From an optimization exercise on the open Yosys and OpenROAD flow, aimed at small area and a short achievable clock period; shortcuts taken in it are not production practice. Function was checked by simulation only, so behaviour that the tests miss may differ from the original. No driver is modelled on the clock port, so clocking that relies on it looks cheaper here than on a real chip. Power figures rest on the tool's default switching activity, not on a simulated workload.

[config.mk]
export PLATFORM = sky130hd
export DESIGN_NAME = ramio_top
export DESIGN_NICKNAME = ramio_top
export VERILOG_FILES = /design/flow/design.v
export SDC_FILE = /design/flow/constraint.sdc
export NUM_CORES = 4
export LEC_CHECK = 0
export CAP_MARGIN = 20
export CORE_MARGIN = 2
export CORE_UTILIZATION = 45
export CTS_CLUSTER_DIAMETER = 100
export CTS_CLUSTER_SIZE = 30
export PLACE_DENSITY = 0.55
export SETUP_SLACK_MARGIN = 1.5
export SLEW_MARGIN = 20
export SYNTH_HIERARCHICAL = 1
export SYNTH_MEMORY_MAX_BITS = 16384
[constraint.sdc]
create_clock -name core_clock -period 5.0 [get_ports {clk}]
set_input_delay 1.0000 -clock core_clock [delete_from_list [all_inputs] [get_ports {clk}]]
set_output_delay 1.0000 -clock core_clock [all_outputs]
set_load 0.01 [all_outputs]
[design.v]
package ramio_pkg;
  localparam int addr_w = 32;
  localparam int data_w = 32;
  localparam int ram_words = 256;
  localparam int ram_idx_w = $clog2(ram_words);
  localparam logic [addr_w-1:0] addr_led      = 32'hffff_fffc;
  localparam logic [addr_w-1:0] addr_uart_out = 32'hffff_fff8;
  localparam logic [addr_w-1:0] addr_uart_in  = 32'hffff_fff4;
  localparam logic [2:0] rd_none = 3'b000;
  localparam logic [2:0] rd_byte = 3'b001;
  localparam logic [2:0] rd_half = 3'b010;
  localparam logic [2:0] rd_word = 3'b011;
  localparam int rd_signed_bit = 2;
  localparam logic [1:0] wr_none = 2'b00;
  localparam logic [1:0] wr_byte = 2'b01;
  localparam logic [1:0] wr_half = 2'b10;
  localparam logic [1:0] wr_word = 2'b11;
  localparam logic [data_w-1:0] uart_idle = '1;
  localparam int clks_per_bit = 16;
  localparam int baud_w = $clog2(clks_per_bit);
  typedef union packed {
    logic [31:0]       word;
    logic [3:0][7:0]   bytes;
    logic [1:0][15:0]  halves;
  } ram_word_u;
endpackage
`timescale 1ns/100ps
module bus_decode (
  input  logic                          enable,
  input  logic [2:0]                    read_type,
  input  logic [1:0]                    write_type,
  input  logic [ramio_pkg::addr_w-1:0]  address,
  input  logic [ramio_pkg::data_w-1:0]  data_in,
  output logic [ramio_pkg::data_w-1:0]  data_out,
  output logic                          data_out_ready,
  output logic [3:0]                    lane_we,
  output logic                          io_word,
  output logic                          rd_hold,
  output logic [ramio_pkg::data_w-1:0]  ram_wdata,
  input  logic [ramio_pkg::data_w-1:0]  ram_rdata,
  input  logic [ramio_pkg::ram_idx_w-1:0] rd_idx,
  input  logic                          rd_valid,
  output logic                          uart_out_wr,
  output logic [7:0]                    uart_out_byte,
  output logic                          uart_in_rd,
  input  logic [7:0]                    tx_byte,
  input  logic                          tx_idle,
  input  logic [7:0]                    rx_byte,
  input  logic                          rx_empty
);
  logic       hi_ones;
  logic       is_io;
  logic       rd_req;
  logic       wr_req;
  logic       ram_sel;
  logic       sx;
  logic [3:0] rd_b;
  logic       rd_h0;
  logic       rd_h1;
  logic       rd_w;
  logic       io_tx;
  logic       io_rx;
  logic       byte_sign;
  logic       upper_sign;
  logic       io_fill;
  assign hi_ones = &address[31:4];
  assign io_word = hi_ones && address[1:0] == 2'b00;
  assign is_io   = io_word && address[3:2] != 2'b00;
  assign rd_req = read_type != ramio_pkg::rd_none;
  assign wr_req = write_type != ramio_pkg::wr_none;
  assign uart_out_wr   = enable && is_io && address[3:2] == 2'b10 && wr_req;
  assign uart_out_byte = data_in[7:0];
  assign uart_in_rd    = enable && is_io && address[3:2] == 2'b01 && rd_req;
  assign rd_hold = enable && !is_io && (rd_req || wr_req) && lane_we == 4'b0000;
  assign data_out_ready = is_io || (rd_valid && rd_idx == address[ramio_pkg::ram_idx_w+1:2]);
  always_comb begin
    lane_we = '0;
    if (enable) begin
      case (write_type)
        ramio_pkg::wr_byte: lane_we[address[1:0]] = 1'b1;
        ramio_pkg::wr_half: if (!address[0]) lane_we[{address[1], 1'b0} +: 2] = 2'b11;
        ramio_pkg::wr_word: lane_we = 4'b1111;
        default: ;
      endcase
    end
  end
  always_comb begin
    case (write_type)
      ramio_pkg::wr_byte: ram_wdata = {4{data_in[7:0]}};
      ramio_pkg::wr_half: ram_wdata = {2{data_in[15:0]}};
      default:            ram_wdata = data_in;
    endcase
  end
  always_comb begin
    ram_sel = !is_io;
    sx      = read_type[ramio_pkg::rd_signed_bit];
    for (int l = 0; l < 4; l++) begin
      rd_b[l] = ram_sel && read_type[1:0] == 2'd1 && address[1:0] == 2'(l);
    end
    rd_h0 = ram_sel && read_type[1:0] == 2'd2 && address[1:0] == 2'd0;
    rd_h1 = ram_sel && read_type[1:0] == 2'd2 && address[1:0] == 2'd2;
    rd_w  = ram_sel && read_type[1:0] == 2'd3;
    io_tx = is_io && address[3:2] == 2'b10;
    io_rx = is_io && address[3:2] == 2'b01;
    byte_sign  = (ram_rdata[7]  && sx && rd_b[0]) || (ram_rdata[15] && sx && rd_b[1]) ||
                 (ram_rdata[23] && sx && rd_b[2]) || (ram_rdata[31] && sx && rd_b[3]);
    upper_sign = byte_sign || (ram_rdata[15] && sx && rd_h0) || (ram_rdata[31] && sx && rd_h1);
    io_fill    = (tx_idle && io_tx) || (rx_empty && io_rx);
    data_out[7:0]   = (ram_rdata[7:0]   & {8{rd_w || rd_h0 || rd_b[0]}}) |
                      (ram_rdata[15:8]  & {8{rd_b[1]}}) |
                      (ram_rdata[23:16] & {8{rd_h1 || rd_b[2]}}) |
                      (ram_rdata[31:24] & {8{rd_b[3]}}) |
                      (tx_byte & {8{io_tx}}) | (rx_byte & {8{io_rx}}) | {8{io_fill}};
    data_out[15:8]  = (ram_rdata[15:8]  & {8{rd_w || rd_h0}}) |
                      (ram_rdata[31:24] & {8{rd_h1}}) |
                      {8{byte_sign || io_fill}};
    data_out[31:16] = (ram_rdata[31:16] & {16{rd_w}}) |
                      {16{upper_sign || io_fill}};
  end
endmodule
`timescale 1ns/100ps
module word_ram (
  input  logic                          clk,
  input  logic                          rst_n,
  input  logic [3:0]                    lane_we,
  input  logic                          io_word,
  input  logic                          rd_hold,
  input  logic [ramio_pkg::addr_w-1:0]  address,
  input  logic [ramio_pkg::data_w-1:0]  ram_wdata,
  output logic [ramio_pkg::data_w-1:0]  ram_rdata,
  output logic [ramio_pkg::ram_idx_w-1:0] rd_idx,
  output logic                          rd_valid
);
  logic [31:0] mem [ramio_pkg::ram_words];
  logic [ramio_pkg::ram_idx_w-1:0] idx;
  assign idx = address[ramio_pkg::ram_idx_w+1:2];
  for (genvar w = 0; w < ramio_pkg::ram_words; w++) begin : g_word
    logic word_sel;
    if (w >= 253) begin : g_io
      assign word_sel = idx == w && !io_word;
    end else begin : g_ram
      assign word_sel = idx == w;
    end
    for (genvar l = 0; l < 4; l++) begin : g_lane
      always_ff @(posedge clk) begin
        if (word_sel && lane_we[l]) mem[w][8*l +: 8] <= ram_wdata[8*l +: 8];
      end
    end
  end
  logic [31:0] lv1 [64];
  logic [31:0] lv2 [16];
  logic [31:0] lv3 [4];
  logic [31:0] lv4;
  for (genvar g = 0; g < 64; g++) begin : g_lv1
    assign lv1[g] = address[3] ? (address[2] ? mem[4*g+3] : mem[4*g+2])
                               : (address[2] ? mem[4*g+1] : mem[4*g]);
  end
  for (genvar g = 0; g < 16; g++) begin : g_lv2
    assign lv2[g] = address[5] ? (address[4] ? lv1[4*g+3] : lv1[4*g+2])
                               : (address[4] ? lv1[4*g+1] : lv1[4*g]);
  end
  for (genvar g = 0; g < 4; g++) begin : g_lv3
    assign lv3[g] = address[7] ? (address[6] ? lv2[4*g+3] : lv2[4*g+2])
                               : (address[6] ? lv2[4*g+1] : lv2[4*g]);
  end
  assign lv4 = address[9] ? (address[8] ? lv3[3] : lv3[2])
                          : (address[8] ? lv3[1] : lv3[0]);
  always_ff @(posedge clk) begin
    ram_rdata <= lv4;
    rd_idx    <= idx;
  end
  always_ff @(posedge clk) begin
    if (!rst_n) begin
      rd_valid <= 1'b0;
    end else begin
      rd_valid <= rd_hold;
    end
  end
endmodule
`timescale 1ns/100ps
module uart_regs (
  input  logic       clk,
  input  logic       rst_n,
  input  logic       uart_out_wr,
  input  logic [7:0] uart_out_byte,
  input  logic       uart_in_rd,
  output logic [7:0] tx_byte,
  output logic       tx_idle,
  output logic [7:0] rx_byte,
  output logic       rx_empty,
  output logic       tx_go,
  input  logic       tx_bsy,
  output logic       rx_go,
  input  logic [7:0] rx_data,
  input  logic       rx_ready,
  output logic       rx_pending
);
  logic tx_go_new;
  always_ff @(posedge clk) begin
    if (uart_out_wr) tx_byte <= uart_out_byte;
    if (!uart_in_rd && rx_go && rx_ready) rx_byte <= rx_data;
  end
  always_ff @(posedge clk) begin
    if (!rst_n) begin
      tx_idle   <= 1'b1;
      tx_go     <= 1'b0;
      tx_go_new <= 1'b0;
      rx_empty  <= 1'b1;
      rx_go     <= 1'b1;
    end else begin
      tx_go_new <= 1'b0;
      if (uart_in_rd) begin
        rx_empty <= 1'b1;
      end else if (rx_go && rx_ready) begin
        rx_empty <= 1'b0;
        rx_go    <= 1'b0;
      end
      if (!rx_go) rx_go <= 1'b1;
      if (tx_go && !tx_bsy && !tx_go_new) begin
        tx_go   <= 1'b0;
        tx_idle <= 1'b1;
      end
      if (uart_out_wr) begin
        tx_idle   <= 1'b0;
        tx_go     <= 1'b1;
        tx_go_new <= 1'b1;
      end
    end
  end
  assign rx_pending = !rx_empty;
endmodule
`timescale 1ns/100ps
module uart_tx (
  input  logic       clk,
  input  logic       rst_n,
  input  logic       tx_go,
  input  logic [7:0] tx_byte,
  output logic       tx_bsy,
  output logic       uart_tx
);
  logic [8:0]                   frame;
  logic [3:0]                   bit_cnt;
  logic [ramio_pkg::baud_w-1:0] baud_cnt;
  logic                         wait_ack;
  logic                         start;
  logic                         bit_end;
  assign start   = tx_go && !tx_bsy && !wait_ack;
  assign bit_end = tx_bsy && baud_cnt == ramio_pkg::baud_w'(ramio_pkg::clks_per_bit - 1);
  always_ff @(posedge clk) begin
    if (start) begin
      frame <= {1'b1, tx_byte};
    end else if (bit_end) begin
      frame <= {1'b1, frame[8:1]};
    end
  end
  always_ff @(posedge clk) begin
    if (!rst_n) begin
      uart_tx  <= 1'b1;
      tx_bsy   <= 1'b0;
      wait_ack <= 1'b0;
      bit_cnt  <= '0;
      baud_cnt <= '0;
    end else if (start) begin
      uart_tx  <= 1'b0;
      tx_bsy   <= 1'b1;
      bit_cnt  <= '0;
      baud_cnt <= '0;
    end else if (tx_bsy) begin
      baud_cnt <= bit_end ? '0 : baud_cnt + 1'b1;
      if (bit_end) begin
        if (bit_cnt == 4'd9) begin
          tx_bsy   <= 1'b0;
          wait_ack <= 1'b1;
        end else begin
          bit_cnt <= bit_cnt + 1'b1;
          uart_tx <= frame[0];
        end
      end
    end else if (wait_ack && !tx_go) begin
      wait_ack <= 1'b0;
    end
  end
endmodule
`timescale 1ns/100ps
module uart_rx (
  input  logic       clk,
  input  logic       rst_n,
  input  logic       rx_go,
  input  logic       uart_rx,
  output logic [7:0] rx_data,
  output logic       rx_ready
);
  logic [1:0]                   sync;
  logic                         line;
  logic                         busy;
  logic [3:0]                   bit_cnt;
  logic [ramio_pkg::baud_w-1:0] baud_cnt;
  logic [ramio_pkg::baud_w-1:0] bit_last;
  logic                         tick;
  assign line = sync[1];
  assign bit_last = (bit_cnt == 4'd0) ?
                    ramio_pkg::baud_w'(ramio_pkg::clks_per_bit / 2 - 1) :
                    ramio_pkg::baud_w'(ramio_pkg::clks_per_bit - 1);
  assign tick = busy && baud_cnt == bit_last;
  always_ff @(posedge clk) begin
    if (tick && bit_cnt != 4'd0 && bit_cnt != 4'd9) begin
      rx_data <= {line, rx_data[7:1]};
    end
  end
  always_ff @(posedge clk) begin
    if (!rst_n) begin
      sync     <= 2'b11;
      busy     <= 1'b0;
      rx_ready <= 1'b0;
      bit_cnt  <= '0;
      baud_cnt <= '0;
    end else begin
      sync <= {sync[0], uart_rx};
      if (!rx_go) rx_ready <= 1'b0;
      if (!busy) begin
        if (rx_go && !rx_ready && !line) begin
          busy     <= 1'b1;
          bit_cnt  <= '0;
          baud_cnt <= '0;
        end
      end else if (tick) begin
        baud_cnt <= '0;
        if (bit_cnt == 4'd0 && line) begin
          busy <= 1'b0;
        end else if (bit_cnt == 4'd9) begin
          busy     <= 1'b0;
          rx_ready <= 1'b1;
        end else begin
          bit_cnt <= bit_cnt + 1'b1;
        end
      end else begin
        baud_cnt <= baud_cnt + 1'b1;
      end
    end
  end
endmodule
`timescale 1ns/100ps
module ramio_top (
  input  logic                          clk,
  input  logic                          rst_n,
  input  logic                          enable,
  input  logic [2:0]                    read_type,
  input  logic [1:0]                    write_type,
  input  logic [ramio_pkg::addr_w-1:0]  address,
  input  logic [ramio_pkg::data_w-1:0]  data_in,
  output logic [ramio_pkg::data_w-1:0]  data_out,
  output logic                          data_out_ready,
  output logic                          uart_tx,
  input  logic                          uart_rx,
  output logic [3:0]                    led
);
  logic [3:0]                   lane_we;
  logic                         io_word;
  logic                         rd_hold;
  logic [ramio_pkg::data_w-1:0] ram_wdata;
  logic [ramio_pkg::data_w-1:0] ram_rdata;
  logic [ramio_pkg::ram_idx_w-1:0] rd_idx;
  logic                         rd_valid;
  logic       uart_out_wr;
  logic [7:0] uart_out_byte;
  logic       uart_in_rd;
  logic [7:0] tx_byte;
  logic       tx_idle;
  logic [7:0] rx_byte;
  logic       rx_empty;
  logic       tx_go;
  logic       tx_bsy;
  logic       rx_go;
  logic [7:0] rx_data;
  logic       rx_ready;
  logic       rx_pending;
  assign led[0] = uart_tx;
  assign led[1] = uart_rx;
  assign led[2] = 1'b1;
  assign led[3] = !rx_pending;
  bus_decode u_decode (
    .enable, .read_type, .write_type, .address, .data_in,
    .data_out, .data_out_ready,
    .lane_we, .io_word, .rd_hold, .ram_wdata, .ram_rdata, .rd_idx, .rd_valid,
    .uart_out_wr, .uart_out_byte, .uart_in_rd,
    .tx_byte, .tx_idle, .rx_byte, .rx_empty
  );
  word_ram u_ram (
    .clk, .rst_n, .lane_we, .io_word, .rd_hold, .address, .ram_wdata,
    .ram_rdata, .rd_idx, .rd_valid
  );
  uart_regs u_regs (
    .clk, .rst_n, .uart_out_wr, .uart_out_byte, .uart_in_rd,
    .tx_byte, .tx_idle, .rx_byte, .rx_empty,
    .tx_go, .tx_bsy, .rx_go, .rx_data, .rx_ready, .rx_pending
  );
  uart_tx u_tx (
    .clk, .rst_n, .tx_go, .tx_byte, .tx_bsy, .uart_tx
  );
  uart_rx u_rx (
    .clk, .rst_n, .rx_go, .uart_rx, .rx_data, .rx_ready
  );
endmodule
[run.sh]
#!/bin/bash
# synth_recipe.tcl (not shown) runs the flow's synth.tcl, then flattens the netlist and writes it again
# the make line also repeats each setting of config.mk as NAME=value (left out here)
make -C /OpenROAD-flow-scripts/flow DESIGN_CONFIG=/design/flow/config.mk WORK_HOME=/design/flow/orfs CLKGATE_MAP_FILE= SYNTH_SCRIPT=/design/flow/synth_recipe.tcl finish
==> out/results.ini, run 1 <==
[status]
status = no timing/DRC/antenna violations

[min_path]
hp-class = in -> reg
timing.hold.worst.start = data_in[5]

[global_routing]
grt_pass1_wl_um = 1190000
grt_usage_pct = 23.3
grt_antenna_before_repair = 47
grt-ovfl-total = 0
grt_max_degree = 185
grt_pass1_vias = 152881

[critical_path]
critical_path_class = reg -> out
cp-startpoint = u_ram.ram_rdata[15]$_DFF_P_
cp.required_ns = 4.00
cp-start-kind = register
crit-reg2reg-launch = u_ram.mem[174][2]$_DFFE_PP_
critPathCaptureType = output pin
cp.arrival_ns = 3.27
critical_path_peak_fanout = 9

[floorplan]
rows = 308
die_y_um = 844
die_area_um2 = 712000
core_um2 = 703000
die_w_um = 844
start_util_pct = 45.1
pin_count = 111

[sta]
maxSlewViolCount = 0
slew_headroom_pct = 20.5
fmax_ghz = 0.234
fin_worst_skew_ns = 0.0453
rsz0062_at_grt = yes
post-route-period-util_pct = 85.4
tightest_slew_ns = 1.19
hold_viol = 0
setup_violations = 0
postLayoutSetupSlackWorst_ns = 0.729
fin_crit_ns = 4.27

[clocking]
cts_buffer_depth = 4
clkSinkCount = 8293
cts_tree = done
clock_latency_ns = 1.07
cts_root_buf = clkbuf_16
htreeDepth = 5
numCtsBuffers = 318
clkTransAtPathRegs_ns = 0.11

[route]
drc_errors = 0
routedWlPerCell_um = 33.6
final_antenna_net_count = 0
firstDrtPassIters = 6
wirelength_um = 850000
viasPerCell = 6.08
first_iter_violations = 18993
vias = 153780

[synthesis]
syn-cell-area_um2 = 317000
synth_warnings = 15
yosysMostFrequentCell = edfxtp_1
syn-instance-count = 14537
yosys.area.top_type_share_pct = 77.8
synthFlopType = edfxtp_1
syn_nets = 14621
seq_area_frac_synth_pct = 78.3
synth_top_cells_by_count = edfxtp_1, mux4_2, nor2_1, a22oi_1, clkbuf_1
ys_seq_elements = 8293
synth_cell_type_count = 71
syn_avg_cell_area_um2 = 21.8
yosysTopAreaCell = edfxtp_1
synth.area.top_cells = edfxtp_1, mux4_2, a22oi_1, nor2_1, a21oi_1
synthArstFlopShare_pct = 0
synth_edf_count = 8224

[finish]
fillers = 56002
multiInputGateArea_um2 = 65500
seq_area_um2 = 248000
final_nets = 15966
drive_above_1_share_pct = 28.7
final_cell_area_um2 = 353000
syn_to_final_growth_pct = 11.3

[pwr]
p_total_mw = 119
powerDensity_nw_per_um2 = 337
leakage_nw = 105
vdd_drop_max_mv = 0.283

[job]
drv_cap = 0

[placement]
place_congestion = 0.806
pre_cts_ws_ns = 0.00941
dpl_cell_area_um2 = 344000
io_buffers = 109
dp_hpwl_um = 519000

Yosys stat by module, one instance, submodules excluded:
module,flops+latches,times used,cells inside,cell area (um2)
bus_decode,0,1,272,1700
ramio_top,0,1,5,30.0
uart_regs,21,1,33,653
uart_rx,20,1,78,892
uart_tx,19,1,76,908
word_ram,8233,1,14073,313000
where the power goes:
part	total (mW)	switching, mW	internal (mW)
Combinational	8.39	5.71	2.67
Sequential	77.7	0.298	77.4
Clock	33.0	20.5	12.4
Total	119	26.6	92.5
registers in the layout, indices dropped and copies added, names as in the netlist, 4 cells and up:
signal	count
u_ram.rd_idx	8
u_rx.rx_data	8
u_tx.bit_cnt	4
u_regs.rx_byte	8
u_ram.mem	8192
u_tx.frame	8
u_ram.ram_rdata	32
u_regs.tx_byte	8
u_rx.baud_cnt	4
u_rx.bit_cnt	4
u_tx.baud_cnt	4
worst max-delay path, cell delays in order, from the launching register on:
cell	delay [ns]
dfxtp_1	0.34
buf_6	0.18
mux4_2	0.51
and3_4	0.20
a21boi_4	0.16
buf_12	0.13
buf_16	0.16
buf_12	0.12
buf_16	0.11
nand3_1	0.08
buf_2	0.15
area by class of cell:
type	count	area share (%)
timing repair buffer	1998	5.24
antenna	23	0.0163
sequential	8293	70.3
inverter	21	0.0273
tap	9300	3.30
clock inverter	26	0.112
clock buffer	396	2.41
multi-input combinational	5250	18.6
per-layer routing:
metal  vias to the layer above  wire length [um]  GRT usage, %  share of wire, %
li1                      63548                 -             -                 -
met1                     84095            364000          34.9                43
met2                      5472            404000          37.1                48
met3                       657             61600          3.37               7.2
met4                         8             19600          4.71               2.3
met5                         -                54             0            0.0064
per-stage QoR:
step	hold slack [ns]	util, %	TNS [ns]	std cells
finish	0.350	50.2	0	25307
global route	0.300	50.2	0	25285
CTS	0.240	50.2	0	25275
detailed placement	0.407	48.9	0	24823
global placement	0.406	48.9	-0.00685	24823
floorplan	0.386	-	0	14537
timing repair:
item                       in CTS  in global routing
pin swaps                      18                 11
gates cloned                    4                  0
setup buffers                  26                  9
hold buffers                    0                  0
setup endpoints to repair      34                 35
resized for setup             269                 28
kinds of logic after synthesis:
logic type	after synthesis	synth area share [%]
AOI/OAI and AO/OA	1781	3.85
xor gates and xnor gates	11	0.0304
adders and majority gates	11	0.0434
buffers and inverters	994	1.42
DFF	8293	78.3
muxes	2068	14.6
other	1	0.00118
and+or+nand+nor	1378	1.78
final timing paths:
kind,slack (ns),to,cells after the start
worst min-delay path,0.35,u_ram.mem[238][5]$_DFFE_PP_,1
worst max register to register,2.44,u_ram.ram_rdata[2]$_DFF_P_,5
worst max-delay path,0.73,data_out[30],10
worst min register to register,0.43,u_regs.rx_byte[0]$_DFFE_PP_,0
cell usage in the layout, fill, tap and decap left out, drive strengths merged, types with 12 or more instances in the layout:
master,Yosys,layout
nor3,12,12
and2,18,18
dfxtp,69,69
clkbuf,620,403
nor2b,16,16
nand3,42,42
edfxtp,8224,8224
nand2,126,126
buf,353,1937
nor2,1067,1067
a21oi,539,539
o41ai,128,128
clkinv,0,13
mux4,2049,2049
nand4,58,58
a22oi,1041,1041
diode,0,23
nand2b,12,12
clkdlybuf4s50,0,34
inv,21,31
==> run 2: changes to the inputs <==
--- a/design.v
+++ b/design.v
@@ -48,31 +48,18 @@
   input  logic [7:0]                    rx_byte,
   input  logic                          rx_empty
 );
-  logic       hi_ones;
   logic       is_io;
   logic       rd_req;
   logic       wr_req;
-  logic       ram_sel;
-  logic       sx;
-  logic [3:0] rd_b;
-  logic       rd_h0;
-  logic       rd_h1;
-  logic       rd_w;
-  logic       io_tx;
-  logic       io_rx;
-  logic       byte_sign;
-  logic       upper_sign;
-  logic       io_fill;
-  assign hi_ones = &address[31:4];
-  assign io_word = hi_ones && address[1:0] == 2'b00;
-  assign is_io   = io_word && address[3:2] != 2'b00;
+  io_match u_match (
+    .address, .rd_idx, .rd_valid, .io_word, .is_io, .data_out_ready
+  );
   assign rd_req = read_type != ramio_pkg::rd_none;
   assign wr_req = write_type != ramio_pkg::wr_none;
   assign uart_out_wr   = enable && is_io && address[3:2] == 2'b10 && wr_req;
   assign uart_out_byte = data_in[7:0];
   assign uart_in_rd    = enable && is_io && address[3:2] == 2'b01 && rd_req;
   assign rd_hold = enable && !is_io && (rd_req || wr_req) && lane_we == 4'b0000;
-  assign data_out_ready = is_io || (rd_valid && rd_idx == address[ramio_pkg::ram_idx_w+1:2]);
   always_comb begin
     lane_we = '0;
     if (enable) begin
@@ -91,33 +78,104 @@
       default:            ram_wdata = data_in;
     endcase
   end
+  logic [3:0]  sel_lo;
+  logic [1:0]  sel_mid;
+  logic        sel_w;
+  logic [3:0]  sel_sb;
+  logic [3:0]  sel_su;
+  logic [31:0] ram_value;
+  logic [7:0]  io_low;
+  logic        io_fill;
+  rd_select u_sel (
+    .read_type, .addr_lo(address[1:0]),
+    .sel_lo, .sel_mid, .sel_w, .sel_sb, .sel_su
+  );
+  rd_lanes u_lanes (
+    .rdata(ram_rdata), .sel_lo, .sel_mid, .sel_w, .sel_sb, .sel_su,
+    .value(ram_value)
+  );
+  always_comb begin
+    case (address[3:2])
+      2'b01:   begin io_low = rx_byte | {8{rx_empty}}; io_fill = rx_empty; end
+      2'b10:   begin io_low = tx_byte | {8{tx_idle}};  io_fill = tx_idle;  end
+      default: begin io_low = '0;                      io_fill = 1'b0;     end
+    endcase
+  end
+  rd_final u_final (
+    .is_io, .io_low, .io_fill, .ram_value, .data_out
+  );
+endmodule
+module rd_select (
+  input  logic [2:0] read_type,
+  input  logic [1:0] addr_lo,
+  output logic [3:0] sel_lo,
+  output logic [1:0] sel_mid,
+  output logic       sel_w,
+  output logic [3:0] sel_sb,
+  output logic [3:0] sel_su
+);
+  logic       sx;
+  logic [3:0] rd_b;
+  logic       rd_h0;
+  logic       rd_h1;
   always_comb begin
-    ram_sel = !is_io;
-    sx      = read_type[ramio_pkg::rd_signed_bit];
+    sx = read_type[ramio_pkg::rd_signed_bit];
     for (int l = 0; l < 4; l++) begin
-      rd_b[l] = ram_sel && read_type[1:0] == 2'd1 && address[1:0] == 2'(l);
+      rd_b[l] = read_type[1:0] == 2'd1 && addr_lo == 2'(l);
     end
-    rd_h0 = ram_sel && read_type[1:0] == 2'd2 && address[1:0] == 2'd0;
-    rd_h1 = ram_sel && read_type[1:0] == 2'd2 && address[1:0] == 2'd2;
-    rd_w  = ram_sel && read_type[1:0] == 2'd3;
-    io_tx = is_io && address[3:2] == 2'b10;
-    io_rx = is_io && address[3:2] == 2'b01;
-    byte_sign  = (ram_rdata[7]  && sx && rd_b[0]) || (ram_rdata[15] && sx && rd_b[1]) ||
-                 (ram_rdata[23] && sx && rd_b[2]) || (ram_rdata[31] && sx && rd_b[3]);
-    upper_sign = byte_sign || (ram_rdata[15] && sx && rd_h0) || (ram_rdata[31] && sx && rd_h1);
-    io_fill    = (tx_idle && io_tx) || (rx_empty && io_rx);
-    data_out[7:0]   = (ram_rdata[7:0]   & {8{rd_w || rd_h0 || rd_b[0]}}) |
-                      (ram_rdata[15:8]  & {8{rd_b[1]}}) |
-                      (ram_rdata[23:16] & {8{rd_h1 || rd_b[2]}}) |
-                      (ram_rdata[31:24] & {8{rd_b[3]}}) |
-                      (tx_byte & {8{io_tx}}) | (rx_byte & {8{io_rx}}) | {8{io_fill}};
-    data_out[15:8]  = (ram_rdata[15:8]  & {8{rd_w || rd_h0}}) |
-                      (ram_rdata[31:24] & {8{rd_h1}}) |
-                      {8{byte_sign || io_fill}};
-    data_out[31:16] = (ram_rdata[31:16] & {16{rd_w}}) |
-                      {16{upper_sign || io_fill}};
+    rd_h0 = read_type[1:0] == 2'd2 && addr_lo == 2'd0;
+    rd_h1 = read_type[1:0] == 2'd2 && addr_lo == 2'd2;
+    sel_w = read_type[1:0] == 2'd3;
+    sel_lo = {rd_b[3], rd_b[2] || rd_h1, rd_b[1], rd_b[0] || rd_h0 || sel_w};
+    sel_mid = {rd_h1, rd_h0 || sel_w};
+    sel_sb = rd_b & {4{sx}};
+    sel_su = {rd_b[3] || rd_h1, rd_b[2], rd_b[1] || rd_h0, rd_b[0]} & {4{sx}};
   end
 endmodule
+module rd_lanes (
+  input  logic [31:0] rdata,
+  input  logic [3:0]  sel_lo,
+  input  logic [1:0]  sel_mid,
+  input  logic        sel_w,
+  input  logic [3:0]  sel_sb,
+  input  logic [3:0]  sel_su,
+  output logic [31:0] value
+);
+  logic [3:0] sgn;
+  assign sgn = {rdata[31], rdata[23], rdata[15], rdata[7]};
+  always_comb begin
+    for (int i = 0; i < 8; i++) begin
+      value[i] = (rdata[i] && sel_lo[0]) || (rdata[8+i] && sel_lo[1]) ||
+                 (rdata[16+i] && sel_lo[2]) || (rdata[24+i] && sel_lo[3]);
+      value[8+i] = (rdata[8+i] && sel_mid[0]) || (rdata[24+i] && sel_mid[1]) ||
+                   |(sgn & sel_sb);
+    end
+    for (int i = 16; i < 32; i++) begin
+      value[i] = (rdata[i] && sel_w) || |(sgn & sel_su);
+    end
+  end
+endmodule
+module rd_final (
+  input  logic        is_io,
+  input  logic [7:0]  io_low,
+  input  logic        io_fill,
+  input  logic [31:0] ram_value,
+  output logic [31:0] data_out
+);
+  assign data_out = is_io ? {{24{io_fill}}, io_low} : ram_value;
+endmodule
+module io_match (
+  input  logic [ramio_pkg::addr_w-1:0]    address,
+  input  logic [ramio_pkg::ram_idx_w-1:0] rd_idx,
+  input  logic                            rd_valid,
+  output logic                            io_word,
+  output logic                            is_io,
+  output logic                            data_out_ready
+);
+  assign io_word = &address[31:4] && address[1:0] == 2'b00;
+  assign is_io   = io_word && address[3:2] != 2'b00;
+  assign data_out_ready = is_io || (rd_valid && rd_idx == address[ramio_pkg::ram_idx_w+1:2]);
+endmodule
 `timescale 1ns/100ps
 module word_ram (
   input  logic                          clk,
@@ -134,12 +192,16 @@
   logic [31:0] mem [ramio_pkg::ram_words];
   logic [ramio_pkg::ram_idx_w-1:0] idx;
   assign idx = address[ramio_pkg::ram_idx_w+1:2];
+  logic [15:0] sel_lo;
+  logic [15:0] sel_hi;
+  assign sel_lo = 16'd1 << address[5:2];
+  assign sel_hi = 16'd1 << address[9:6];
   for (genvar w = 0; w < ramio_pkg::ram_words; w++) begin : g_word
     logic word_sel;
     if (w >= 253) begin : g_io
-      assign word_sel = idx == w && !io_word;
+      assign word_sel = sel_hi[w / 16] && sel_lo[w % 16] && !io_word;
     end else begin : g_ram
-      assign word_sel = idx == w;
+      assign word_sel = sel_hi[w / 16] && sel_lo[w % 16];
     end
     for (genvar l = 0; l < 4; l++) begin : g_lane
       always_ff @(posedge clk) begin
@@ -147,26 +209,22 @@
       end
     end
   end
-  logic [31:0] lv1 [64];
-  logic [31:0] lv2 [16];
-  logic [31:0] lv3 [4];
-  logic [31:0] lv4;
-  for (genvar g = 0; g < 64; g++) begin : g_lv1
-    assign lv1[g] = address[3] ? (address[2] ? mem[4*g+3] : mem[4*g+2])
-                               : (address[2] ? mem[4*g+1] : mem[4*g]);
-  end
-  for (genvar g = 0; g < 16; g++) begin : g_lv2
-    assign lv2[g] = address[5] ? (address[4] ? lv1[4*g+3] : lv1[4*g+2])
-                               : (address[4] ? lv1[4*g+1] : lv1[4*g]);
-  end
-  for (genvar g = 0; g < 4; g++) begin : g_lv3
-    assign lv3[g] = address[7] ? (address[6] ? lv2[4*g+3] : lv2[4*g+2])
-                               : (address[6] ? lv2[4*g+1] : lv2[4*g]);
+  logic [31:0] grp [16];
+  logic [31:0] lv2;
+  always_comb begin
+    for (int g = 0; g < 16; g++) begin
+      grp[g] = '0;
+      for (int k = 0; k < 16; k++) begin
+        grp[g] = grp[g] | (mem[16*g+k] & {32{sel_lo[k]}});
+      end
+    end
+    lv2 = '0;
+    for (int g = 0; g < 16; g++) begin
+      lv2 = lv2 | (grp[g] & {32{sel_hi[g]}});
+    end
   end
-  assign lv4 = address[9] ? (address[8] ? lv3[3] : lv3[2])
-                          : (address[8] ? lv3[1] : lv3[0]);
   always_ff @(posedge clk) begin
-    ram_rdata <= lv4;
+    ram_rdata <= lv2;
     rd_idx    <= idx;
   end
   always_ff @(posedge clk) begin
==> flow/run.sh (new file) <==
#!/bin/bash
set -uo pipefail
PINS="address[0] address[1] address[2] address[3] address[4] address[5] address[6] address[7] address[8] address[9] address[10] address[11] address[12] address[13] address[14] address[15] address[16] address[17] address[18] address[19] address[20] address[21] address[22] address[23] address[24] address[25] address[26] address[27] address[28] address[29] address[30] address[31] data_out[0] data_out[1] data_out[2] data_out[3] data_out[4] data_out[5] data_out[6] data_out[7] data_out[8] data_out[9] data_out[10] data_out[11] data_out[12] data_out[13] data_out[14] data_out[15] data_out[16] data_out[17] data_out[18] data_out[19] data_out[20] data_out[21] data_out[22] data_out[23] data_out[24] data_out[25] data_out[26] data_out[27] data_out[28] data_out[29] data_out[30] data_out[31] data_out_ready enable read_type[0] read_type[1] read_type[2]"
bash standard.sh MATCH_CELL_FOOTPRINT=0 \
  "BUFFER_PORTS_ARGS=-buffer_cell sky130_fd_sc_hd__buf_4" \
  "PLACE_PINS_ARGS=-group_pins {$PINS}" \
  finish > flow_standard.log 2>&1
==> standard.sh (new file) <==
#!/bin/bash
# synth_recipe.tcl (not shown) runs the flow's synth.tcl, then flattens the netlist and writes it again
# the make line also repeats each setting of config.mk as NAME=value (left out here)
make -C /OpenROAD-flow-scripts/flow DESIGN_CONFIG=/design/flow/config.mk WORK_HOME=/design/flow/orfs CLKGATE_MAP_FILE= SYNTH_SCRIPT=/design/flow/synth_recipe.tcl "${@:-finish}"
--- a/config.mk
+++ b/config.mk
@@ -8,8 +8,8 @@
 export CAP_MARGIN = 20
 export CORE_MARGIN = 2
 export CORE_UTILIZATION = 45
-export CTS_CLUSTER_DIAMETER = 100
-export CTS_CLUSTER_SIZE = 30
+export CTS_CLUSTER_DIAMETER = 80
+export CTS_CLUSTER_SIZE = 20
 export PLACE_DENSITY = 0.55
 export SETUP_SLACK_MARGIN = 1.5
 export SLEW_MARGIN = 20
removed: run.sh
==> run 2 against run 1 <==
Compared with the run above:
- die area is 3.3% lower
- non-clock buffer count is 445 lower
- sequential power hardly changed
- clock power is 21% higher
==> out/results.ini, run 2 <==
[status]
status = no timing/DRC/antenna violations

[finish]
final_cell_mix = edfxtp_1, a22oi_1, buf_4
largest_register_ffs = 8192
multiInputGateArea_um2 = 54100
seq_area_um2 = 248000
syn_to_final_growth_pct = 11.6
largest_register = u_ram.mem
drive_above_1_share_pct = 14.1
fillers = 55558
mostFrequentLayoutCell = edfxtp_1
top_regs = u_ram.mem x8192, u_ram.ram_rdata x32
final_nets = 18178

[pwr]
powerDensity_nw_per_um2 = 366
vdd_drop_max_mv = 0.311
leakage_nw = 103

[synthesis]
yosys.area.top_type_share_pct = 80.5
yosysTopAreaCell = edfxtp_1
syn-cell-area_um2 = 307000
synthFlopType = edfxtp_1
syn_nets = 17425
synth_edf_count = 8224
synthArstFlopShare_pct = 0
seq_area_frac_synth_pct = 81.0
syn-instance-count = 17339
syn_avg_cell_area_um2 = 17.7
synth.area.top_cells = edfxtp_1, a22oi_1, nor2_1, a22o_1, a222oi_1
synth_top_cells_by_count = edfxtp_1, a22oi_1, nor2_1, clkbuf_1, nand2_1
yosysMostFrequentCell = edfxtp_1
synth_warnings = 15
ys_seq_elements = 8293
synth_cell_type_count = 100

[global_routing]
grt_pass1_wl_um = 1300000
grt_usage_pct = 26.2
grt_max_degree = 202
grt_pass1_vias = 166296
grt_antenna_before_repair = 58
grt-ovfl-total = 0

[floorplan]
die_y_um = 830
rows = 303
core_um2 = 680000
die_w_um = 830
pin_count = 111
start_util_pct = 45.1
die_area_um2 = 688000

[route]
drc_errors = 0
final_antenna_net_count = 0
routedWlPerCell_um = 34.3
wirelength_um = 938000
firstDrtPassIters = 10
first_iter_violations = 25456
vias = 173819
viasPerCell = 6.37

[placement]
io_buffers = 109
place_congestion = 0.846
dp_hpwl_um = 593000

[critical_path]
critical_path_class = in -> out
cp.required_ns = 4.00
critical_path_peak_fanout = 5
cp.arrival_ns = 2.70
cpMostUsedCell = buf_12
cp_cell_sequence = buf_12, nand4b_1, nor4_2, o2111a_2, buf_6, buf_12, mux2_2, buf_4
max_stage_delay_ns = 0.35
critPathCaptureType = output pin
crit_buf_inv = 4
cp-start-kind = primary input
rrSetupSlack_ns = 1.83
critPathTopFamily = buffers and inverters
slowest_stage = nor4_2

[clocking]
clkTransAtPathRegs_ns = 0.08
numCtsBuffers = 465
clock_latency_ns = 1.11
cts_root_buf = clkbuf_16
cts_buffer_depth = 4
clkSinkCount = 8293
postCtsHoldBufs = 0
cts_tree = done
htreeDepth = 5

[sta]
rsz0062_at_grt = yes
fin_crit_ns = 3.70
hold_viol = 0
fin_worst_skew_ns = 0.0490
tightest_slew_ns = 1.23
fin_tns_setup_ns = 0
setup_violations = 0
slew_headroom_pct = 18.0
maxSlewViolCount = 0
post-route-period-util_pct = 74.0
finalHoldWorstSlack_ns = 0.117
fmax_ghz = 0.270

[min_path]
hp-class = in -> reg

[job]
drv_cap = 0

run 2: final timing paths:
kind	endpoint	from	cells past startpoint
hold / removal	u_ram.rd_idx[5]$_DFF_P_	address[7]	1
setup reg to reg	u_ram.ram_rdata[29]$_DFF_P_	u_ram.mem[74][29]$_DFFE_PP_	6
setup / recovery	data_out[29]	address[1]	8
hold reg to reg	u_regs.rx_byte[0]$_DFFE_PP_	u_rx.rx_data[0]$_DFFE_PP_	0
run 2: timing repair:
action,4_1_cts,5_1_grt
cloned,9,2
setup buffers,37,0
pin swaps,12,8
gates resized for setup,112,35
endpoints found under the hold margin,0,0
setup endpoints to repair,58,58
run 2: cell families (layout without fill, tap and decap cells):
logic type | count (synthesis) | in the layout | synth area share (%)
buffers and inverters | 1290 | 2236 | 1.79
AOI/OAI and AO/OA | 4641 | 4641 | 11.6
DFF | 8293 | 8293 | 81.0
adders and majority gates | 14 | 14 | 0.0563
other | 1 | 27 | 0.00122
and+or+nand+nor | 2658 | 2658 | 4.03
muxes | 432 | 432 | 1.56
xor gates and xnor gates | 10 | 10 | 0.0286
run 2: worst reg2reg max path: cells and delay by family (launching register included):
kind            cells  cell delay [ns]
compound gates      4             1.88
flops               1             0.45
simple gates        2             0.69
run 2: area by class of cell:
type / instances / area share [%]
diodes: 26 / 0.0190
repair buffers: 1553 / 4.52
inverters: 23 / 0.0289
clock buffers: 594 / 3.60
well taps: 8997 / 3.29
multi-input cells: 7756 / 15.8
clock inverters: 66 / 0.225
flip-flops and latches: 8293 / 72.5
run 2: routing by layer:
metal	global-route usage, %	part of all wire, %	wire length, um
met3	3.86	9.0	83900
met2	41.6	47	437000
met1	38.4	42	389000
met4	6.70	2.9	27400
met5	0	0.0063	59
run 2: metrics by stage:
| stage | utilization, % | setup WS (ns) | total power [mW] | instances | cell area [um2] |
|---|---|---|---|---|---|
| 2_1_floorplan | - | 0.404 | 82.7 | 17339 | 307000 |
| 3_3_place_gp | 48.2 | -0.845 | 86.8 | 26571 | 328000 |
| 3_5_place_dp | 48.2 | -0.241 | 86.9 | 26574 | 328000 |
| 4_1_cts | 50.3 | 1.33 | 126 | 27280 | 342000 |
| 5_1_grt | 50.3 | 1.22 | 128 | 27284 | 342000 |
| 6_report | 50.3 | 1.30 | 125 | 27308 | 342000 |
run 2: report_power, final:
group | switching [mW] | internal [mW] | total [mW] | leakage (nW)
sequential | 0.362 | 77.4 | 77.8 | 71.1
clock | 22.1 | 17.6 | 39.8 | 6.36
combinational | 5.66 | 2.03 | 7.69 | 25.3
total | 28.2 | 97.1 | 125 | 103
run 2: Yosys stat by module (local to each module, per instance), excerpt:
module,times used,area (um2),flip-flops and latches
rd_final,1,554,0
uart_rx,1,892,20
bus_decode,1,863,0
uart_tx,1,908,19
uart_regs,1,653,21
io_match,1,184,0
word_ram,1,302000,8233
rd_lanes,1,567,0
ramio_top,1,30.0,0
==> run 3: changes to the inputs <==
--- a/design.v
+++ b/design.v
@@ -49,10 +49,11 @@
   input  logic                          rx_empty
 );
   logic       is_io;
+  logic       nio;
   logic       rd_req;
   logic       wr_req;
   io_match u_match (
-    .address, .rd_idx, .rd_valid, .io_word, .is_io, .data_out_ready
+    .address, .rd_idx, .rd_valid, .io_word, .is_io, .nio, .data_out_ready
   );
   assign rd_req = read_type != ramio_pkg::rd_none;
   assign wr_req = write_type != ramio_pkg::wr_none;
@@ -170,11 +171,54 @@
   input  logic                            rd_valid,
   output logic                            io_word,
   output logic                            is_io,
+  output logic                            nio,
   output logic                            data_out_ready
 );
+  logic [6:0] nib_n;
+  logic       lo_zero;
+  logic [3:0] part;
+  logic [7:0] same;
+  logic [2:0] diff;
+  for (genvar k = 0; k < 7; k++) begin : g_nib
+    gate_nand4 u_n (.a(address[4*k+4]), .b(address[4*k+5]), .c(address[4*k+6]),
+                    .d(address[4*k+7]), .y(nib_n[k]));
+  end
+  gate_nor2 u_lz (.a(address[3]), .b(address[2]), .y(lo_zero));
+  gate_nor2 u_p0 (.a(nib_n[0]), .b(nib_n[1]), .y(part[0]));
+  gate_nor2 u_p1 (.a(nib_n[2]), .b(nib_n[3]), .y(part[1]));
+  gate_nor3 u_p2 (.a(nib_n[4]), .b(nib_n[5]), .c(lo_zero), .y(part[2]));
+  gate_nor3 u_p3 (.a(nib_n[6]), .b(address[1]), .c(address[0]), .y(part[3]));
+  gate_nand4 u_nio (.a(part[0]), .b(part[1]), .c(part[2]), .d(part[3]), .y(nio));
+  gate_inv u_io (.a(nio), .y(is_io));
+  for (genvar i = 0; i < 8; i++) begin : g_same
+    gate_xnor2 u_x (.a(rd_idx[i]), .b(address[i+2]), .y(same[i]));
+  end
+  gate_nand3 u_d0 (.a(same[0]), .b(same[1]), .c(same[2]), .y(diff[0]));
+  gate_nand3 u_d1 (.a(same[3]), .b(same[4]), .c(same[5]), .y(diff[1]));
+  gate_nand3 u_d2 (.a(same[6]), .b(same[7]), .c(rd_valid), .y(diff[2]));
+  gate_o31ai u_rdy (.a1(diff[0]), .a2(diff[1]), .a3(diff[2]), .b1(nio), .y(data_out_ready));
   assign io_word = &address[31:4] && address[1:0] == 2'b00;
-  assign is_io   = io_word && address[3:2] != 2'b00;
-  assign data_out_ready = is_io || (rd_valid && rd_idx == address[ramio_pkg::ram_idx_w+1:2]);
+endmodule
+module gate_nand4 (input logic a, b, c, d, output logic y);
+  assign y = !(a && b && c && d);
+endmodule
+module gate_nand3 (input logic a, b, c, output logic y);
+  assign y = !(a && b && c);
+endmodule
+module gate_nor2 (input logic a, b, output logic y);
+  assign y = !(a || b);
+endmodule
+module gate_nor3 (input logic a, b, c, output logic y);
+  assign y = !(a || b || c);
+endmodule
+module gate_xnor2 (input logic a, b, output logic y);
+  assign y = a == b;
+endmodule
+module gate_inv (input logic a, output logic y);
+  assign y = !a;
+endmodule
+module gate_o31ai (input logic a1, a2, a3, b1, output logic y);
+  assign y = !((a1 || a2 || a3) && b1);
 endmodule
 `timescale 1ns/100ps
 module word_ram (
==> flow/run.sh (replaced) <==
#!/bin/bash
set -uo pipefail
HOOK="$(pwd)/flow/fanout.tcl"
PINS="address[0] address[1] address[2] address[3] address[4] address[5] address[6] address[7] address[8] address[9] address[10] address[11] address[12] address[13] address[14] address[15] address[16] address[17] address[18] address[19] address[20] address[21] address[22] address[23] address[24] address[25] address[26] address[27] address[28] address[29] address[30] address[31] data_out[0] data_out[1] data_out[2] data_out[3] data_out[4] data_out[5] data_out[6] data_out[7] data_out[8] data_out[9] data_out[10] data_out[11] data_out[12] data_out[13] data_out[14] data_out[15] data_out[16] data_out[17] data_out[18] data_out[19] data_out[20] data_out[21] data_out[22] data_out[23] data_out[24] data_out[25] data_out[26] data_out[27] data_out[28] data_out[29] data_out[30] data_out[31] data_out_ready enable read_type[0] read_type[1] read_type[2]"
bash standard.sh MATCH_CELL_FOOTPRINT=0 \
  "BUFFER_PORTS_ARGS=-buffer_cell sky130_fd_sc_hd__buf_4" \
  "PLACE_PINS_ARGS=-group_pins {$PINS}" \
  "PRE_GLOBAL_PLACE_TCL=$HOOK" "PRE_RESIZE_TCL=$HOOK" \
  "PRE_CTS_TCL=$HOOK" "PRE_GLOBAL_ROUTE_TCL=$HOOK" \
  finish > flow_standard.log 2>&1
==> flow/fanout.tcl (new file) <==
# Cap the fanout that buffering leaves on a net, so that no signal net is
# routed as one tree to well over a hundred pins.
set_max_fanout 48 [current_design]
==> run 3 against run 2 <==
Compared with the run above:
- combinational power rose by 3.4%
- first-iteration DRC count up 1.6%
- setup slack gained 0.085 ns
- critical path depth is 4 higher
- synthesized cell count about the same
- maximum frequency up 2.4%
- register-to-register slack better by 0.10 ns
- non-clock buffer count grew 538
==> out/results.ini, run 3 <==
[clocking]
numCtsBuffers = 471
cts_tree = done
clock_latency_ns = 1.12
clkTransAtPathRegs_ns = 0.09
clkSinkCount = 8293

[critical_path]
crit_buf_inv = 5
ff2ff_path_depth = 9
max_stage_delay_ns = 0.51
critPathTopFamily = simple AND/OR/NAND/NOR gates
cp-start-kind = primary input
crit-reg2reg-launch = u_ram.mem[78][11]$_DFFE_PP_
critPathCaptureType = register
timing.rr.end = u_ram.ram_rdata[11]$_DFF_P_
cp.required_ns = 5.98
cp.arrival_ns = 4.59
critical_path_class = in -> reg
cp_cell_sequence = buf_16, buf_12, buf_4, and4b_1, buf_12, buf_4, a22oi_1, nand4_1, o21ai_0, o2111ai_1, nor3_1, or4b_1
rrSetupSlack_ns = 1.93
critical_path_peak_fanout = 42
slowest_stage = or4b_1

[synthesis]
synth_top_cells_by_count = edfxtp_1, a22oi_1, nor2_1, clkbuf_1, nand2_1
synth.area.top_cells = edfxtp_1, a22oi_1, nor2_1, a22o_1, a222oi_1
synthFlopType = edfxtp_1
yosysTopAreaCell = edfxtp_1
ys_seq_elements = 8293
syn_nets = 17438
yosys.area.top_type_share_pct = 80.5
syn_avg_cell_area_um2 = 17.7
synthArstFlopShare_pct = 0
syn-instance-count = 17352
synth_edf_count = 8224
seq_area_frac_synth_pct = 80.9
synth_warnings = 15
syn-cell-area_um2 = 307000
synth_cell_type_count = 98
yosysMostFrequentCell = edfxtp_1

[floorplan]
die_y_um = 830
start_util_pct = 45.1
core_um2 = 680000
die_w_um = 830
rows = 303
pin_count = 111
die_area_um2 = 688000

[route]
viasPerCell = 6.36
dr_wl_met2_um = 444000
wirelength_um = 960000
wl_met3_um = 87400
drc_errors = 0
routedWlPerCell_um = 34.4
firstDrtPassIters = 8
wl_met1_um = 399000
vias = 177544
first_iter_violations = 25870
highest_layer = met5
final_antenna_net_count = 0

[sta]
tightest_slew_ns = 1.18
setup_violations = 0
slew_headroom_pct = 21.0
hold_viol = 0
fin_worst_skew_ns = 0.0621
rsz0062_at_grt = yes
fin_tns_setup_ns = 0
fin_crit_ns = 3.61
finalHoldWorstSlack_ns = 0.113
post-route-period-util_pct = 72.3
fmax_ghz = 0.277
maxSlewViolCount = 0

[global_routing]
grt_max_degree = 49
grt_usage_pct = 27.0
grt_pass1_wl_um = 1330000
grt-ovfl-total = 0
grt_antenna_before_repair = 61
grt_pass1_vias = 168932

[placement]
dp_hpwl_um = 626000
place_congestion = 0.849
dp_cells = 27140
io_buffers = 109

[finish]
final_nets = 18735
mostFrequentLayoutCell = edfxtp_1
largest_register = u_ram.mem
top_regs = u_ram.mem x8192, u_ram.ram_rdata x32
post-route-util_pct = 51.0
fillers = 55319
drive_above_1_share_pct = 16.7
syn_to_final_growth_pct = 13.1
layout.cells.non_filler = 27921
final_cell_mix = edfxtp_1, a22oi_1, buf_4
largest_register_ffs = 8192

[status]
status = no timing/DRC/antenna violations

[min_path]
hold_path_end = u_rx.sync[0]$_SDFF_PN1_
timing.hold.worst.start = uart_rx
hp-class = in -> reg
whs_path_depth = 2

[job]
drv_cap = 0

[pwr]
vdd_drop_max_mv = 0.334
leakage_nw = 106
powerDensity_nw_per_um2 = 365

run 3: changes by cell type after synthesis, sizes merged, moves of 2 or more:
cell,change
nor3,+2
nand3,+3
nand4,+8
or4,+2
xnor2,+3
xor2,-3
nand4b,-2
run 3: per-module statistics from Yosys (local to each module, per instance), a selection:
module      cell area [um2]  flops+latches  cells inside
uart_tx                 908             19            76
gate_inv               3.75              0             1
bus_decode              863              0           134
io_match               72.6              0            11
uart_regs               653             21            33
rd_lanes                567              0            86
gate_nor3              10.0              0             1
rd_final                554              0            38
word_ram             302000           8233         16840
run 3: kinds of logic after synthesis:
group                    Yosys count  share of synthesized area [%]
flip-flops                      8293                           80.9
AO/OA/AOI/OAI                   4640                           11.6
AND/OR/NAND/NOR                 2671                           4.05
buffers and inverters           1291                           1.79
multiplexers                     432                           1.56
adder cells (fa/ha/maj)           14                         0.0563
XOR/XNOR                          10                         0.0285
other                              1                        0.00122
run 3: worst max-delay path by stage:
stage / cells after the start / end / start
3_5_place_dp: 12 / u_ram.ram_rdata[3]$_DFF_P_ / address[5]
2_1_floorplan: 6 / u_ram.mem[0][20]$_DFFE_PP_ / write_type[0]
5_1_grt: 6 / data_out[17] / u_ram.ram_rdata[7]$_DFF_P_
6_report: 12 / u_ram.ram_rdata[19]$_DFF_P_ / address[5]
4_1_cts: 6 / data_out[30] / u_ram.ram_rdata[7]$_DFF_P_
3_3_place_gp: 12 / u_ram.ram_rdata[3]$_DFF_P_ / address[5]
run 3: layout make-up:
class                      instances  area [um2]  area share, %
sequential                      8293      248000           71.6
clock buffer                     628       12700           3.65
tap                             8997       11300           3.24
multi-input combinational       7768       54000           15.6
antenna                           25        62.6         0.0180
inverter                          24         105         0.0303
clock inverter                    95        1200          0.346
timing repair buffer            2091       19400           5.60
run 3: what timing repair did:
item                                    in CTS  in global routing
endpoints found under the setup margin      67                 62
buffers inserted                            17                  3
cloned                                      13                  0
resized for setup                          116                 64
hold buffers                                 0                  0
pin swaps                                    8                 11
run 3: per-stage QoR:
step	setup slack [ns]	power [mW]	instance area, um2
6_report	1.39	127	347000
5_1_grt	1.34	130	347000
4_1_cts	1.33	127	347000
3_5_place_dp	-0.396	87.1	332000
3_3_place_gp	-0.477	87.0	332000
2_1_floorplan	0.404	82.7	307000
run 3: per-layer routing:
| layer | global-route usage [%] | vias up |
|---|---|---|
| li1 | - | 74113 |
| met1 | 39.9 | 93301 |
| met2 | 42.3 | 8945 |
| met3 | 4.04 | 1173 |
| met4 | 6.98 | 12 |
| met5 | 0 | - |
run 3: power by group:
group          switching [mW]  total (mW)  internal [mW]  leakage (nW)
Combinational            5.74        7.95           2.21          28.0
Clock                    22.3        41.1           18.8          6.72
Sequential              0.393        77.8           77.4          71.1
==> run 4: changes to the inputs <==
--- a/design.v
+++ b/design.v
@@ -79,92 +79,90 @@
       default:            ram_wdata = data_in;
     endcase
   end
-  logic [3:0]  sel_lo;
-  logic [1:0]  sel_mid;
-  logic        sel_w;
-  logic [3:0]  sel_sb;
-  logic [3:0]  sel_su;
-  logic [31:0] ram_value;
-  logic [7:0]  io_low;
-  logic        io_fill;
+  logic [15:0] sel_ram;
+  logic [1:0]  sel_io;
+  logic [15:0] gsel_ram;
+  logic [1:0]  gsel_io;
   rd_select u_sel (
-    .read_type, .addr_lo(address[1:0]),
-    .sel_lo, .sel_mid, .sel_w, .sel_sb, .sel_su
+    .read_type, .addr(address[3:0]), .sel_ram, .sel_io
   );
-  rd_lanes u_lanes (
-    .rdata(ram_rdata), .sel_lo, .sel_mid, .sel_w, .sel_sb, .sel_su,
-    .value(ram_value)
+  sel_gate u_gate (
+    .nio, .is_io, .sel_ram, .sel_io, .gsel_ram, .gsel_io
   );
-  always_comb begin
-    case (address[3:2])
-      2'b01:   begin io_low = rx_byte | {8{rx_empty}}; io_fill = rx_empty; end
-      2'b10:   begin io_low = tx_byte | {8{tx_idle}};  io_fill = tx_idle;  end
-      default: begin io_low = '0;                      io_fill = 1'b0;     end
-    endcase
-  end
-  rd_final u_final (
-    .is_io, .io_low, .io_fill, .ram_value, .data_out
+  rd_out u_out (
+    .rdata(ram_rdata), .tx_byte, .tx_idle, .rx_byte, .rx_empty,
+    .gsel_ram, .gsel_io, .data_out
   );
 endmodule
 module rd_select (
-  input  logic [2:0] read_type,
-  input  logic [1:0] addr_lo,
-  output logic [3:0] sel_lo,
-  output logic [1:0] sel_mid,
-  output logic       sel_w,
-  output logic [3:0] sel_sb,
-  output logic [3:0] sel_su
+  input  logic [2:0]  read_type,
+  input  logic [3:0]  addr,
+  output logic [15:0] sel_ram,
+  output logic [1:0]  sel_io
 );
   logic       sx;
   logic [3:0] rd_b;
   logic       rd_h0;
   logic       rd_h1;
+  logic       rd_w;
   always_comb begin
     sx = read_type[ramio_pkg::rd_signed_bit];
     for (int l = 0; l < 4; l++) begin
-      rd_b[l] = read_type[1:0] == 2'd1 && addr_lo == 2'(l);
+      rd_b[l] = read_type[1:0] == 2'd1 && addr[1:0] == 2'(l);
     end
-    rd_h0 = read_type[1:0] == 2'd2 && addr_lo == 2'd0;
-    rd_h1 = read_type[1:0] == 2'd2 && addr_lo == 2'd2;
-    sel_w = read_type[1:0] == 2'd3;
-    sel_lo = {rd_b[3], rd_b[2] || rd_h1, rd_b[1], rd_b[0] || rd_h0 || sel_w};
-    sel_mid = {rd_h1, rd_h0 || sel_w};
-    sel_sb = rd_b & {4{sx}};
-    sel_su = {rd_b[3] || rd_h1, rd_b[2], rd_b[1] || rd_h0, rd_b[0]} & {4{sx}};
+    rd_h0 = read_type[1:0] == 2'd2 && addr[1:0] == 2'd0;
+    rd_h1 = read_type[1:0] == 2'd2 && addr[1:0] == 2'd2;
+    rd_w  = read_type[1:0] == 2'd3;
+    sel_ram[3:0]   = {rd_b[3], rd_b[2] || rd_h1, rd_b[1], rd_b[0] || rd_h0 || rd_w};
+    sel_ram[5:4]   = {rd_h1, rd_h0 || rd_w};
+    sel_ram[6]     = rd_w;
+    sel_ram[10:7]  = rd_b & {4{sx}};
+    sel_ram[14:11] = {rd_b[3] || rd_h1, rd_b[2], rd_b[1] || rd_h0, rd_b[0]} & {4{sx}};
+    sel_ram[15]    = 1'b0;
+    sel_io         = {addr[3:2] == 2'b01, addr[3:2] == 2'b10};
   end
 endmodule
-module rd_lanes (
+module sel_gate (
+  input  logic        nio,
+  input  logic        is_io,
+  input  logic [15:0] sel_ram,
+  input  logic [1:0]  sel_io,
+  output logic [15:0] gsel_ram,
+  output logic [1:0]  gsel_io
+);
+  assign gsel_ram = sel_ram & {16{nio}};
+  assign gsel_io  = sel_io & {2{is_io}};
+endmodule
+module rd_out (
   input  logic [31:0] rdata,
-  input  logic [3:0]  sel_lo,
-  input  logic [1:0]  sel_mid,
-  input  logic        sel_w,
-  input  logic [3:0]  sel_sb,
-  input  logic [3:0]  sel_su,
-  output logic [31:0] value
+  input  logic [7:0]  tx_byte,
+  input  logic        tx_idle,
+  input  logic [7:0]  rx_byte,
+  input  logic        rx_empty,
+  input  logic [15:0] gsel_ram,
+  input  logic [1:0]  gsel_io,
+  output logic [31:0] data_out
 );
   logic [3:0] sgn;
-  assign sgn = {rdata[31], rdata[23], rdata[15], rdata[7]};
+  logic       fill_mid;
+  logic       fill_hi;
+  logic       fill_io;
   always_comb begin
+    sgn      = {rdata[31], rdata[23], rdata[15], rdata[7]};
+    fill_io  = (tx_idle && gsel_io[0]) || (rx_empty && gsel_io[1]);
+    fill_mid = |(sgn & gsel_ram[10:7]) || fill_io;
+    fill_hi  = |(sgn & gsel_ram[14:11]) || fill_io;
     for (int i = 0; i < 8; i++) begin
-      value[i] = (rdata[i] && sel_lo[0]) || (rdata[8+i] && sel_lo[1]) ||
-                 (rdata[16+i] && sel_lo[2]) || (rdata[24+i] && sel_lo[3]);
-      value[8+i] = (rdata[8+i] && sel_mid[0]) || (rdata[24+i] && sel_mid[1]) ||
-                   |(sgn & sel_sb);
+      data_out[i] = (rdata[i] && gsel_ram[0]) || (rdata[8+i] && gsel_ram[1]) ||
+                    (rdata[16+i] && gsel_ram[2]) || (rdata[24+i] && gsel_ram[3]) ||
+                    (tx_byte[i] && gsel_io[0]) || (rx_byte[i] && gsel_io[1]) || fill_io;
+      data_out[8+i] = (rdata[8+i] && gsel_ram[4]) || (rdata[24+i] && gsel_ram[5]) || fill_mid;
     end
     for (int i = 16; i < 32; i++) begin
-      value[i] = (rdata[i] && sel_w) || |(sgn & sel_su);
+      data_out[i] = (rdata[i] && gsel_ram[6]) || fill_hi;
     end
   end
 endmodule
-module rd_final (
-  input  logic        is_io,
-  input  logic [7:0]  io_low,
-  input  logic        io_fill,
-  input  logic [31:0] ram_value,
-  output logic [31:0] data_out
-);
-  assign data_out = is_io ? {{24{io_fill}}, io_low} : ram_value;
-endmodule
 module io_match (
   input  logic [ramio_pkg::addr_w-1:0]    address,
   input  logic [ramio_pkg::ram_idx_w-1:0] rd_idx,
==> flow/run.sh (replaced) <==
#!/bin/bash
set -uo pipefail
PINS="address[0] address[1] address[2] address[3] address[4] address[5] address[6] address[7] address[8] address[9] address[10] address[11] address[12] address[13] address[14] address[15] address[16] address[17] address[18] address[19] address[20] address[21] address[22] address[23] address[24] address[25] address[26] address[27] address[28] address[29] address[30] address[31] data_out[0] data_out[1] data_out[2] data_out[3] data_out[4] data_out[5] data_out[6] data_out[7] data_out[8] data_out[9] data_out[10] data_out[11] data_out[12] data_out[13] data_out[14] data_out[15] data_out[16] data_out[17] data_out[18] data_out[19] data_out[20] data_out[21] data_out[22] data_out[23] data_out[24] data_out[25] data_out[26] data_out[27] data_out[28] data_out[29] data_out[30] data_out[31] data_out_ready enable read_type[0] read_type[1] read_type[2]"
bash standard.sh MATCH_CELL_FOOTPRINT=0 \
  "BUFFER_PORTS_ARGS=-buffer_cell sky130_fd_sc_hd__buf_4" \
  "PLACE_PINS_ARGS=-group_pins {$PINS}" \
  finish > flow_standard.log 2>&1
removed: flow/fanout.tcl
==> run 4 against run 3 <==
Compared with the run above:
- still clean on timing, DRC and antenna
- first-iteration DRC count fell by 0.37%
- sequential cell count unchanged
- clock power is 1% lower
- total power shrank 0.58%
- global-route usage decreased by 0.52 points
- synthesized area decreased by 0.12%
- clock skew up 0.0047 ns
- sequential share of layout area grew 0.95 points
- register-to-register slack worse by 0.17 ns
- setup slack worse by 0.13 ns
- non-clock buffer count decreased by 542
- synthesized cell count decreased by 0.10%
- largest power group unchanged
==> out/results.ini, run 4 <==
[status]
status = no timing/DRC/antenna violations

[clocking]
numCtsBuffers = 471
htreeDepth = 5
cts_root_buf = clkbuf_16
clkSinkCount = 8293
cts_tree = done
cts_buffer_depth = 4
clkTransAtPathRegs_ns = 0.09
clock_latency_ns = 1.13

[critical_path]
cp.arrival_ns = 4.73
critical_path_peak_fanout = 24
critPathTopFamily = simple AND/OR/NAND/NOR gates
max_stage_delay_ns = 0.50
critical_path_class = in -> reg
slowest_stage = nor3_2
crit_buf_inv = 6
cp_cell_sequence = buf_16, buf_16, buf_4, buf_4, nor3b_2, buf_4, a22oi_1, nand3_1, nor3_1, o2111ai_1, nor3_2, buf_4, or4b_1
cp.required_ns = 5.98
cp-start-kind = primary input
cpMostUsedCell = buf_4
critPathCaptureType = register

[finish]
final_cell_mix = edfxtp_1, a22oi_1, buf_4
largest_register = u_ram.mem
largest_register_ffs = 8192
final_nets = 18176
top_regs = u_ram.mem x8192, u_ram.ram_rdata x32
syn_to_final_growth_pct = 11.8
fillers = 55386
mostFrequentLayoutCell = edfxtp_1
layout.cells.non_filler = 27348
drive_above_1_share_pct = 14.1

[sta]
maxSlewViolCount = 0
fin_worst_skew_ns = 0.0669
fin_crit_ns = 3.75
postLayoutSetupSlackWorst_ns = 1.25
setup_violations = 0
hold_viol = 0
post-route-period-util_pct = 75.0
tightest_slew_ns = 1.30
slew_headroom_pct = 13.6
fmax_ghz = 0.267
rsz0062_at_grt = yes

[floorplan]
die_w_um = 829
die_y_um = 829
pin_count = 111
rows = 303
start_util_pct = 45.1
die_area_um2 = 688000
core_um2 = 680000

[synthesis]
synth_warnings = 15
syn-instance-count = 17334
syn-cell-area_um2 = 306000
syn_avg_cell_area_um2 = 17.7
syn_nets = 17419

[route]
wirelength_um = 944000
final_antenna_net_count = 0
routedWlPerCell_um = 34.5
first_iter_violations = 25773
viasPerCell = 6.35
vias = 173775
drc_errors = 0
firstDrtPassIters = 10

[pwr]
switchingPower_mw = 28.4
powerDensity_nw_per_um2 = 368
clkPwrFrac_pct = 32.2
switching_share_pct = 22.5
sequentialPowerShare_pct = 61.7
p_int_mw = 97.7
vdd_drop_max_mv = 0.331
pwr-share-comb_pct = 6.1
leakage_nw = 103

[placement]
dp_hpwl_um = 600000
place_congestion = 0.861
dp_cells = 26550
pre_cts_ws_ns = -0.301
io_buffers = 109

[job]
drv_cap = 0

[global_routing]
grt_usage_pct = 26.4
grt_pass1_vias = 166036
grt_max_degree = 190
grt_pass1_wl_um = 1310000
grt_antenna_before_repair = 46
grt-ovfl-total = 0

[min_path]
hp-class = in -> reg

[run 4: cell types whose count changed in the layout (fill, tap and decap cells not counted), moves of 15 or more]
cell	before	now
and2_4	1	17
buf_12	256	241
buf_4	1775	1257
buf_6	38	15
mux2_4	38	6
nand2_1	432	413
nand4_1	268	298
[run 4: stage by stage]
stage               setup TNS (ns)  utilization, %  instance area (um2)  total power [mW]  hold WS, ns
floorplan                        0               -               307000              82.6        0.386
global placement            -0.717            48.2               327000              86.7        0.395
detailed placement          -0.715            48.2               327000              86.8        0.402
CTS                              0            50.3               342000               126      0.00800
global route                     0            50.4               342000               129       0.0634
finish                           0            50.4               343000               126       0.0991
[run 4: metal layers]
layer | wire length, um | vias up | track usage (%) | share of wire (%)
li1 | - | 72876 | - | -
met1 | 393000 | 91416 | 38.9 | 42
met2 | 436000 | 8399 | 41.5 | 46
met3 | 86700 | 1072 | 4.38 | 9.2
met4 | 27100 | 12 | 6.52 | 2.9
met5 | 126 | - | 0.0758 | 0.013
[run 4: final timing paths]
| kind | slack, ns | start | cells past startpoint | endpoint |
|---|---|---|---|---|
| setup / recovery | 1.25 | address[3] | 13 | u_ram.ram_rdata[14]$_DFF_P_ |
| hold reg to reg | 0.43 | u_rx.sync[0]$_SDFF_PN1_ | 1 | u_rx.sync[1]$_SDFF_PN1_ |
| hold / removal | 0.1 | uart_rx | 2 | u_rx.sync[0]$_SDFF_PN1_ |
| setup reg to reg | 1.76 | u_ram.mem[2][28]$_DFFE_PP_ | 7 | u_ram.ram_rdata[28]$_DFF_P_ |
[run 4: worst reg2reg max path, stage by stage, from the launching register on]
cell and delay, ns:
edfxtp_1 0.36, mux2_2 0.26, a22oi_1 0.17, nand4_1 0.17, a211oi_1 0.80, o2111ai_1 0.41
a2111o_1 0.44, or4b_1 0.48
[run 4: layout make-up]
cell class | instances | area (um2) | area share (%)
antenna | 16 | 40.0 | 0.0117
clock buffer | 623 | 12500 | 3.66
clock inverter | 94 | 1120 | 0.326
inverter | 22 | 103 | 0.0300
multi-input combinational | 7754 | 53900 | 15.7
sequential | 8293 | 248000 | 72.5
tap | 8997 | 11300 | 3.29
timing repair buffer | 1549 | 15300 | 4.45
[run 4: what timing repair did]
| item | CTS | global route |
|---|---|---|
| hold buffers | 0 | 0 |
| pin swaps | 16 | 16 |
| setup endpoints to repair | 59 | 48 |
| resized for setup | 90 | 42 |
| setup buffers | 34 | 17 |
| gates cloned | 10 | 4 |
[run 4: power by group through the flow]
stage | Combinational, mW | Sequential [mW] | Clock [mW]
2_1_floorplan | 3.35 | 79.3 | 0
3_3_place_gp | 7.37 | 79.4 | 0
3_5_place_dp | 7.46 | 79.4 | 0
4_1_cts | 7.55 | 77.8 | 41.1
5_1_grt | 7.98 | 77.8 | 43.4
6_report | 7.64 | 77.8 | 40.7

[what the ideal ports hide]
In the flow no input, the clock included, has a driving cell. The finished layouts below were timed again as built, in two steps.
Step 1 (the two cells are an assumption about what drives the block):
set clk [get_ports {clk}]
set_driving_cell -lib_cell sky130_fd_sc_hd__clkbuf_16 $clk
set_driving_cell -lib_cell sky130_fd_sc_hd__buf_2 [delete_from_list [all_inputs] $clk]
Step 2 also shifts input and output timing later by t, the mid clock arrival at the registers, as if the neighbouring blocks saw the same clock.
Slacks: ideal ports / drivers / drivers and shift; pairs: ideal ports / drivers.
run | shift t [ns] | setup slack, ns | hold slack, ns | worst setup path at the end | latest minus earliest clock arrival (ns) | slew at the worst register clock pin (ns)
run 1 | 1.168 | 0.729 / 0.598 / 0.479 | 0.350 / 0.241 / 0.432 | input to register | 0.065 / 0.064 | 0.12 / 0.12
run 2 | 1.212 | 1.302 / 0.974 / -0.025 | 0.117 / 0.024 / 0.429 | input to register | 0.073 / 0.073 | 0.09 / 0.09
run 3 | 1.221 | 1.387 / 1.005 / -0.100 | 0.113 / 0.006 / 0.424 | input to register | 0.088 / 0.088 | 0.09 / 0.09
run 4 | 1.217 | 1.252 / 0.972 / -0.221 | 0.099 / -0.003 / 0.426 | input to register | 0.075 / 0.076 | 0.09 / 0.09
Met with ideal ports but missed after step 2: setup timing in run 2, run 3 and run 4. The setup slack of run 3, which loses most, moves by -0.382 ns with the drivers and by -1.487 ns with both steps.
